Context: an optimization exercise on an open-source flow, tuned for small area. The choices shown serve that exercise and are no tape-out recipe. In this exercise RTL edits were held to simulation tests only and were not proved equivalent to the original. Power and IR drop assume default switching activity.

==> inputs of job 974 <==
## cpu_core
module cpu_core (
  input  logic            clk,
  input  logic            reset,
  input  logic            inst_valid,
  input  cpu_pkg::inst_t  inst,
  output logic            wb_valid,
  output cpu_pkg::regno_t wb_regno,
  output cpu_pkg::word_t  wb_data
);
  cpu_pkg::regno_t rs_regno;
  cpu_pkg::regno_t rt_regno;
  logic            use_rt;
  logic            use_imm;
  cpu_pkg::imm_t   imm;
  cpu_pkg::word_t  a_val;
  cpu_pkg::word_t  b_val;
  cpu_pkg::word_t  d_a;
  cpu_pkg::word_t  d_b;
  logic            d_wb;
  logic            d_ld;
  logic            d_st;
  cpu_pkg::regno_t d_dst;
  logic [1:0]      d_rsel;
  logic [1:0]      d_cmp;
  logic [3:0]      d_tt;
  logic            d_sub;
  logic            d_shl;
  cpu_pkg::word_t  e_res;
  logic [7:0]      e_addr;
  logic            e_wb;
  logic            e_ld;
  logic            e_st;
  cpu_pkg::regno_t e_dst;
  cpu_pkg::word_t  wbd;
  reg_file u_reg_file (
    .clk      (clk),
    .reset    (reset),
    .rs_regno (rs_regno),
    .rt_regno (rt_regno),
    .use_rt   (use_rt),
    .use_imm  (use_imm),
    .imm      (imm),
    .a_val    (a_val),
    .b_val    (b_val),
    .wr_en    (e_wb),
    .wr_regno (e_dst),
    .wr_data  (wbd)
  );
  decode_stage u_decode (
    .clk        (clk),
    .reset      (reset),
    .inst_valid (inst_valid),
    .inst       (inst),
  ...
make LEC_CHECK=0 CAP_MARGIN=20 CORE_MARGIN=2 CORE_UTILIZATION=40 SLEW_MARGIN=20 SYNTH_HIERARCHICAL=1 SYNTH_MEMORY_MAX_BITS=16384 finish   # period 7.0 ns
run.sh (not shown) runs the stock make flow with config.mk's settings and CLKGATE_MAP_FILE= SYNTH_SCRIPT=/design/flow/synth_recipe.tcl, a recipe that flattens the netlist after the stock synthesis.
==> job 5832 (differences from job 974) <==
--- a/flow/design.v
+++ b/flow/design.v
@@ -90,17 +90,16 @@
     assign dout = ~(&y) | (|(sel[N-1 -: NR] & din[N-1 -: NR]));
   end
 endmodule
 module reg_file (
   input  logic            clk,
   input  logic            reset,
   input  cpu_pkg::regno_t rs_regno,
   input  cpu_pkg::regno_t rt_regno,
-  input  logic            use_rt,      
   input  logic            use_imm,     
   input  cpu_pkg::imm_t   imm,
   output cpu_pkg::word_t  a_val,
   output cpu_pkg::word_t  b_val,
   input  logic            wr_en,
   input  cpu_pkg::regno_t wr_regno,
   input  cpu_pkg::word_t  wr_data
 );
@@ -113,17 +112,17 @@
   logic [N*32-1:0] q;         
   logic [N*32-1:0] q_next;
   cpu_pkg::word_t  sxt_imm;
   assign sxt_imm = {{(cpu_pkg::WORD_BITS-cpu_pkg::IMM_BITS){imm[cpu_pkg::IMM_BITS-1]}}, imm};
   for (genvar r = 0; r < N; r++) begin : g_sel
     assign we[r]    = wr_en && (wr_regno == r);
     assign keep[r]  = !we[r];
     assign sel_a[r] = valid[r] && (rs_regno == r);
-    assign sel_b[r] = valid[r] && use_rt && (rt_regno == r);
+    assign sel_b[r] = valid[r] && !use_imm && (rt_regno == r);
   end
   assign sel_b[N] = use_imm;
   always_ff @(posedge clk or posedge reset) begin
     if (reset) valid <= '0;
     else       valid <= valid | we;
   end
   for (genvar i = 0; i < cpu_pkg::WORD_BITS; i++) begin : g_bit
     bit_next u_next [N-1:0] (
@@ -138,68 +137,57 @@
   end
   always_ff @(posedge clk) q <= q_next;
 endmodule
 module decode_stage (
   input  logic            clk,
   input  logic            reset,
   input  logic            inst_valid,
   input  cpu_pkg::inst_t  inst,
-  output cpu_pkg::regno_t rs_regno,
-  output cpu_pkg::regno_t rt_regno,
-  output logic            use_rt,
-  output logic            use_imm,
-  output cpu_pkg::imm_t   imm,
-  input  cpu_pkg::word_t  a_val,
-  input  cpu_pkg::word_t  b_val,
-  output cpu_pkg::word_t  d_a,         
-  output cpu_pkg::word_t  d_b,         
   output logic            d_wb,        
   output logic            d_ld,
   output logic            d_st,
-  output cpu_pkg::regno_t d_dst,
+  output cpu_pkg::regno_t d_rs,
+  output cpu_pkg::regno_t d_rt,
+  output cpu_pkg::imm_t   d_imm,       
+  output logic            d_use_imm,   
+  output logic            d_dst_rd,    
   output logic [1:0]      d_rsel,
   output logic [1:0]      d_cmp,
   output logic [3:0]      d_tt,
   output logic            d_sub,
   output logic            d_shl
 );
   cpu_pkg::op1_t op1;
   cpu_pkg::op2_t op2;
-  logic          is_mem;
   logic          wb, ld, st;
+  logic          use_imm;
+  logic          dst_rd;
   logic [1:0]    rsel;
   logic [1:0]    cmp;
   logic [3:0]    tt;
   logic          sub;
   logic          shl;
-  logic          dst_rd;
-  logic [9:0]    addr;
-  assign op1      = inst[31:26];
-  assign op2      = inst[25:18];
-  assign imm      = inst[23:8];
-  assign rs_regno = inst[7:4];
-  assign rt_regno = inst[3:0];
+  assign op1 = inst[31:26];
+  assign op2 = inst[25:18];
   always_comb begin
     wb      = 1'b0;
     ld      = 1'b0;
     st      = 1'b0;
-    use_rt  = 1'b0;
     use_imm = 1'b0;
     dst_rd  = 1'b0;
     rsel    = cpu_pkg::RES_LOGIC;
     cmp     = cpu_pkg::CMP_EQ;
     tt      = cpu_pkg::TT_ZERO;
     sub     = 1'b0;
     shl     = 1'b0;
     case (op1)
       cpu_pkg::OP1_ALUR: begin
         wb     = 1'b1;
         dst_rd = 1'b1;
-        use_rt = 1'b1;
         case (op2)
           cpu_pkg::OP2_EQ:   begin rsel = cpu_pkg::RES_CMP; cmp = cpu_pkg::CMP_EQ; sub = 1'b1; end
           cpu_pkg::OP2_LT:   begin rsel = cpu_pkg::RES_CMP; cmp = cpu_pkg::CMP_LT; sub = 1'b1; end
           cpu_pkg::OP2_LE:   begin rsel = cpu_pkg::RES_CMP; cmp = cpu_pkg::CMP_LE; sub = 1'b1; end
           cpu_pkg::OP2_NE:   begin rsel = cpu_pkg::RES_CMP; cmp = cpu_pkg::CMP_NE; sub = 1'b1; end
           cpu_pkg::OP2_ADD:  rsel = cpu_pkg::RES_ADD;
           cpu_pkg::OP2_SUB:  begin rsel = cpu_pkg::RES_ADD; sub = 1'b1; end
           cpu_pkg::OP2_AND:  tt = cpu_pkg::TT_AND;
@@ -209,71 +197,73 @@
           cpu_pkg::OP2_NOR:  tt = cpu_pkg::TT_NOR;
           cpu_pkg::OP2_NXOR: tt = cpu_pkg::TT_NXOR;
           cpu_pkg::OP2_RSHF: rsel = cpu_pkg::RES_SHIFT;
           cpu_pkg::OP2_LSHF: begin rsel = cpu_pkg::RES_SHIFT; shl = 1'b1; end
           default:           tt = cpu_pkg::TT_ZERO;
         endcase
       end
       cpu_pkg::OP1_LW: begin
-        wb = 1'b1;
-        ld = 1'b1;
+        wb      = 1'b1;
+        ld      = 1'b1;
+        use_imm = 1'b1;
       end
       cpu_pkg::OP1_SW: begin
-        st     = 1'b1;
-        use_rt = 1'b1;
-        tt     = cpu_pkg::TT_B;    
+        st = 1'b1;
+        tt = cpu_pkg::TT_B;    
       end
       cpu_pkg::OP1_ADDI: begin
         wb = 1'b1; use_imm = 1'b1; rsel = cpu_pkg::RES_ADD;
       end
       cpu_pkg::OP1_ANDI: begin
         wb = 1'b1; use_imm = 1'b1; tt = cpu_pkg::TT_AND;
       end
       cpu_pkg::OP1_ORI: begin
         wb = 1'b1; use_imm = 1'b1; tt = cpu_pkg::TT_OR;
       end
       cpu_pkg::OP1_XORI: begin
         wb = 1'b1; use_imm = 1'b1; tt = cpu_pkg::TT_XOR;
       end
       default: ;
     endcase
   end
-  assign is_mem = ld || st;
-  assign addr   = a_val[9:0] + imm[9:0];
   always_ff @(posedge clk or posedge reset) begin
     if (reset) begin
       d_wb <= 1'b0;
       d_st <= 1'b0;
     end else begin
       d_wb <= inst_valid && wb;
       d_st <= inst_valid && st;
     end
   end
   always_ff @(posedge clk) begin
-    d_ld   <= ld;
-    d_a    <= is_mem ? {a_val[31:10], addr[9:2], a_val[1:0]} : a_val;
-    d_b    <= b_val;
-    d_dst  <= dst_rd ? inst[11:8] : inst[3:0];
-    d_rsel <= rsel;
-    d_cmp  <= cmp;
-    d_tt   <= tt;
-    d_sub  <= sub;
-    d_shl  <= shl;
+    d_ld      <= ld;
+    d_rs      <= inst[7:4];
+    d_rt      <= inst[3:0];
+    d_imm     <= inst[23:8];
+    d_use_imm <= use_imm;
+    d_dst_rd  <= dst_rd;
+    d_rsel    <= rsel;
+    d_cmp     <= cmp;
+    d_tt      <= tt;
+    d_sub     <= sub;
+    d_shl     <= shl;
   end
 endmodule
 module execute_stage (
   input  logic            clk,
   input  logic            reset,
-  input  cpu_pkg::word_t  d_a,
-  input  cpu_pkg::word_t  d_b,
+  input  cpu_pkg::word_t  a_val,
+  input  cpu_pkg::word_t  b_val,       
   input  logic            d_wb,
   input  logic            d_ld,
   input  logic            d_st,
-  input  cpu_pkg::regno_t d_dst,
+  input  cpu_pkg::regno_t d_rt,
+  input  cpu_pkg::imm_t   d_imm,
+  input  logic            d_dst_rd,
   input  logic [1:0]      d_rsel,
   input  logic [1:0]      d_cmp,
   input  logic [3:0]      d_tt,
   input  logic            d_sub,
   input  logic            d_shl,
   output cpu_pkg::word_t  e_res,
   output logic [7:0]      e_addr,
   output logic            e_wb,
@@ -285,65 +275,104 @@
   cpu_pkg::word_t b;
   cpu_pkg::word_t sum;
   cpu_pkg::word_t lres;
   cpu_pkg::word_t sres;
   cpu_pkg::word_t res;
   logic           zero;
   logic           lt;
   logic           cres;
-  assign a = d_a;
-  assign b = d_b;
+  logic [9:0]     addr;
+  assign a = a_val;
+  assign b = b_val;
   assign sum = a + (b ^ {32{d_sub}}) + {31'b0, d_sub};
   assign zero = (sum == '0);
   assign lt   = (a[31] != b[31]) ? a[31] : sum[31];
   always_comb begin
     case (d_cmp)
       cpu_pkg::CMP_EQ: cres = zero;
       cpu_pkg::CMP_NE: cres = !zero;
       cpu_pkg::CMP_LT: cres = lt;
       default:         cres = lt || zero;
     endcase
   end
   for (genvar i = 0; i < 32; i++) begin : g_lu
     assign lres[i] = d_tt[{a[i], b[i]}];
   end
-  cpu_pkg::word_t sh_in;
-  cpu_pkg::word_t sh_out;
-  logic           fill;
   logic           big;
-  for (genvar i = 0; i < 32; i++) begin : g_rev
-    assign sh_in[i] = d_shl ? a[31-i] : a[i];
-    assign sres[i]  = d_shl ? sh_out[31-i] : sh_out[i];
-  end
-  assign fill   = !d_shl && a[31];
-  assign big    = |b[31:5];
-  assign sh_out = big ? {32{fill}} : 32'(({{32{fill}}, sh_in}) >> b[4:0]);
+  logic [4:0]     s_n;             
+  logic [4:0]     s_l;             
+  logic [4:0]     s_r;             
+  logic [31:0]    lv [0:5];        
+  assign big = |b[31:5];
+  for (genvar k = 0; k < 5; k++) begin : g_ssel
+    if (k == 4) begin : g_last
+      assign s_n[k] = !b[k] && !big;
+      assign s_l[k] = b[k] && d_shl && !big;
+      assign s_r[k] = b[k] && !d_shl && !big;
+    end else begin : g_mid
+      assign s_n[k] = !b[k];
+      assign s_l[k] = b[k] && d_shl;
+      assign s_r[k] = b[k] && !d_shl;
+    end
+  end
+  assign lv[0] = a;
+  for (genvar k = 0; k < 5; k++) begin : g_lvl
+    localparam int S = 1 << k;
+    for (genvar i = 0; i < 32; i++) begin : g_b
+      logic from_l;
+      logic from_r;
+      if (i >= S) begin : g_l
+        assign from_l = lv[k][i-S];
+      end else begin : g_l0
+        assign from_l = (k % 2 == 1);
+      end
+      if (i + S <= 31) begin : g_r
+        assign from_r = lv[k][i+S];
+      end else begin : g_r0
+        assign from_r = lv[k][31];
+      end
+      if (i >= S) begin : g_aoi
+        aoi3 u_aoi (
+          .a1 (s_n[k]), .a2 (lv[k][i]),
+          .b1 (s_l[k]), .b2 (from_l),
+          .c1 (s_r[k]), .c2 (from_r),
+          .y  (lv[k+1][i])
+        );
+      end else begin : g_edge
+        assign lv[k+1][i] = !((s_n[k] && lv[k][i]) || (s_l[k] && from_l) || (s_r[k] && from_r));
+      end
+    end
+  end
+  logic sfill;
+  assign sfill = big && !d_shl && a[31];
+  assign sres  = ~lv[5] | {32{sfill}};
   always_comb begin
     case (d_rsel)
       cpu_pkg::RES_LOGIC: res = lres;
       cpu_pkg::RES_ADD:   res = sum;
       cpu_pkg::RES_CMP:   res = {31'b0, cres};
       default:            res = sres;
     endcase
   end
+  assign addr = a[9:0] + d_imm[9:0];
   always_ff @(posedge clk or posedge reset) begin
     if (reset) begin
       e_wb <= 1'b0;
       e_st <= 1'b0;
     end else begin
       e_wb <= d_wb;
       e_st <= d_st;
     end
   end
   always_ff @(posedge clk) begin
     e_res  <= res;
-    e_addr <= d_a[9:2];
+    e_addr <= addr[9:2];
     e_ld   <= d_ld;
-    e_dst  <= d_dst;
+    e_dst  <= d_dst_rd ? d_imm[3:0] : d_rt;
   end
 endmodule
 module result_stage (
   input  logic            clk,
   input  logic            reset,
   input  cpu_pkg::word_t  e_res,
   input  logic [7:0]      e_addr,
   input  logic            e_wb,
@@ -402,107 +431,99 @@
   input  logic            clk,
   input  logic            reset,
   input  logic            inst_valid,
   input  cpu_pkg::inst_t  inst,
   output logic            wb_valid,
   output cpu_pkg::regno_t wb_regno,
   output cpu_pkg::word_t  wb_data
 );
-  cpu_pkg::regno_t rs_regno;
-  cpu_pkg::regno_t rt_regno;
-  logic            use_rt;
-  logic            use_imm;
-  cpu_pkg::imm_t   imm;
-  cpu_pkg::word_t  a_val;
-  cpu_pkg::word_t  b_val;
-  cpu_pkg::word_t  d_a;
-  cpu_pkg::word_t  d_b;
   logic            d_wb;
   logic            d_ld;
   logic            d_st;
-  cpu_pkg::regno_t d_dst;
+  cpu_pkg::regno_t d_rs;
+  cpu_pkg::regno_t d_rt;
+  cpu_pkg::imm_t   d_imm;
+  logic            d_use_imm;
+  logic            d_dst_rd;
   logic [1:0]      d_rsel;
   logic [1:0]      d_cmp;
   logic [3:0]      d_tt;
   logic            d_sub;
   logic            d_shl;
+  cpu_pkg::word_t  a_val;
+  cpu_pkg::word_t  b_val;
   cpu_pkg::word_t  e_res;
   logic [7:0]      e_addr;
   logic            e_wb;
   logic            e_ld;
   logic            e_st;
   cpu_pkg::regno_t e_dst;
-  cpu_pkg::word_t  wbd;
-  reg_file u_reg_file (
-    .clk      (clk),
-    .reset    (reset),
-    .rs_regno (rs_regno),
-    .rt_regno (rt_regno),
-    .use_rt   (use_rt),
-    .use_imm  (use_imm),
-    .imm      (imm),
-    .a_val    (a_val),
-    .b_val    (b_val),
-    .wr_en    (e_wb),
-    .wr_regno (e_dst),
-    .wr_data  (wbd)
-  );
   decode_stage u_decode (
     .clk        (clk),
     .reset      (reset),
     .inst_valid (inst_valid),
     .inst       (inst),
-    .rs_regno   (rs_regno),
-    .rt_regno   (rt_regno),
-    .use_rt     (use_rt),
-    .use_imm    (use_imm),
-    .imm        (imm),
-    .a_val      (a_val),
-    .b_val      (b_val),
-    .d_a        (d_a),
-    .d_b        (d_b),
     .d_wb       (d_wb),
     .d_ld       (d_ld),
     .d_st       (d_st),
-    .d_dst      (d_dst),
+    .d_rs       (d_rs),
+    .d_rt       (d_rt),
+    .d_imm      (d_imm),
+    .d_use_imm  (d_use_imm),
+    .d_dst_rd   (d_dst_rd),
     .d_rsel     (d_rsel),
     .d_cmp      (d_cmp),
     .d_tt       (d_tt),
     .d_sub      (d_sub),
     .d_shl      (d_shl)
   );
+  reg_file u_reg_file (
+    .clk      (clk),
+    .reset    (reset),
+    .rs_regno (d_rs),
+    .rt_regno (d_rt),
+    .use_imm  (d_use_imm),
+    .imm      (d_imm),
+    .a_val    (a_val),
+    .b_val    (b_val),
+    .wr_en    (wb_valid),
+    .wr_regno (wb_regno),
+    .wr_data  (wb_data)
+  );
   execute_stage u_execute (
-    .clk    (clk),
-    .reset  (reset),
-    .d_a    (d_a),
-    .d_b    (d_b),
-    .d_wb   (d_wb),
-    .d_ld   (d_ld),
-    .d_st   (d_st),
-    .d_dst  (d_dst),
-    .d_rsel (d_rsel),
-    .d_cmp  (d_cmp),
-    .d_tt   (d_tt),
-    .d_sub  (d_sub),
-    .d_shl  (d_shl),
-    .e_res  (e_res),
-    .e_addr (e_addr),
-    .e_wb   (e_wb),
-    .e_ld   (e_ld),
-    .e_st   (e_st),
-    .e_dst  (e_dst)
+    .clk      (clk),
+    .reset    (reset),
+    .a_val    (a_val),
+    .b_val    (b_val),
+    .d_wb     (d_wb),
+    .d_ld     (d_ld),
+    .d_st     (d_st),
+    .d_rt     (d_rt),
+    .d_imm    (d_imm),
+    .d_dst_rd (d_dst_rd),
+    .d_rsel   (d_rsel),
+    .d_cmp    (d_cmp),
+    .d_tt     (d_tt),
+    .d_sub    (d_sub),
+    .d_shl    (d_shl),
+    .e_res    (e_res),
+    .e_addr   (e_addr),
+    .e_wb     (e_wb),
+    .e_ld     (e_ld),
+    .e_st     (e_st),
+    .e_dst    (e_dst)
   );
   result_stage u_result (
     .clk      (clk),
     .reset    (reset),
     .e_res    (e_res),
     .e_addr   (e_addr),
     .e_wb     (e_wb),
     .e_ld     (e_ld),
     .e_st     (e_st),
     .e_dst    (e_dst),
-    .wbd      (wbd),
+    .wbd      (),
     .wb_valid (wb_valid),
     .wb_regno (wb_regno),
     .wb_data  (wb_data)
   );
 endmodule
CORE_UTILIZATION = 65   (was 40)
CTS_CLUSTER_DIAMETER = 150   (was not set)
CTS_CLUSTER_SIZE = 25   (was not set)
==> run summary <==
* Core Area at 0.759 mm^2
* Drt via density at 7.24
* Layout cells sized above 1 at 13.1%
* Final setup fails at 16
* Layout check fault list: negative setup slack
* Combinational power at 0.400 mW
* PnR worst setup slack at -0.207 ns
* N_taps at 10100
* TritonCTS Buffers at 875
* Placed cell areas at 0.330 mm^2
* Status: failed layout checks
* Die Footprint at 0.768 mm^2
(the above is from job 974)
==> run summary <==
* FF-to-FF End: u_result.wb_data[24]$_DFF_P_
* Status: no timing/DRC/antenna violations
* Crit start category: flip-flop
* Highest Signal Layer: met5
* Die Footprint at 0.472 mm^2
* Layout cells sized above 1 at 9.11%
* Core Area at 0.464 mm^2
* Pleak at 122 nW
* Setup slack, reg-to-reg at 0.15 ns
* Final setup fails at 0
* Placed cell areas at 0.323 mm^2
* TritonCTS Buffers at 391
* Clk slew on worst S/H paths at 0.10 ns
* N_taps at 6174
* Combinational power at 0.799 mW
* Logic pwr share at 1.0%
(the above is from job 5832)

## static timing again, ports no longer ideal
In the flow no input, the clock included, has a driving cell. The finished layouts below were timed again as built, in two steps. Step 1 (the two cells are an assumption about what drives the block):
set clk [get_ports {clk}]
set_driving_cell -lib_cell sky130_fd_sc_hd__clkbuf_16 $clk
set_driving_cell -lib_cell sky130_fd_sc_hd__buf_2 [delete_from_list [all_inputs] $clk]
Step 2 adds t to the input delays and takes it off the output delays; t is the mean of the earliest and latest rising clock arrival at the registers after step 1. Input paths then give back, and output paths get back, about the clock's delay inside the block. Three values: no drivers, after step 1, after step 2; two values: the first two.
run | shift t [ns] | slack for setup (ns) | worst setup path at the end
job 974 | 1.337 | -0.207 / -0.207 / -0.207 | register to register
job 5832 | 1.207 | 0.147 / 0.147 / 0.147 | register to register
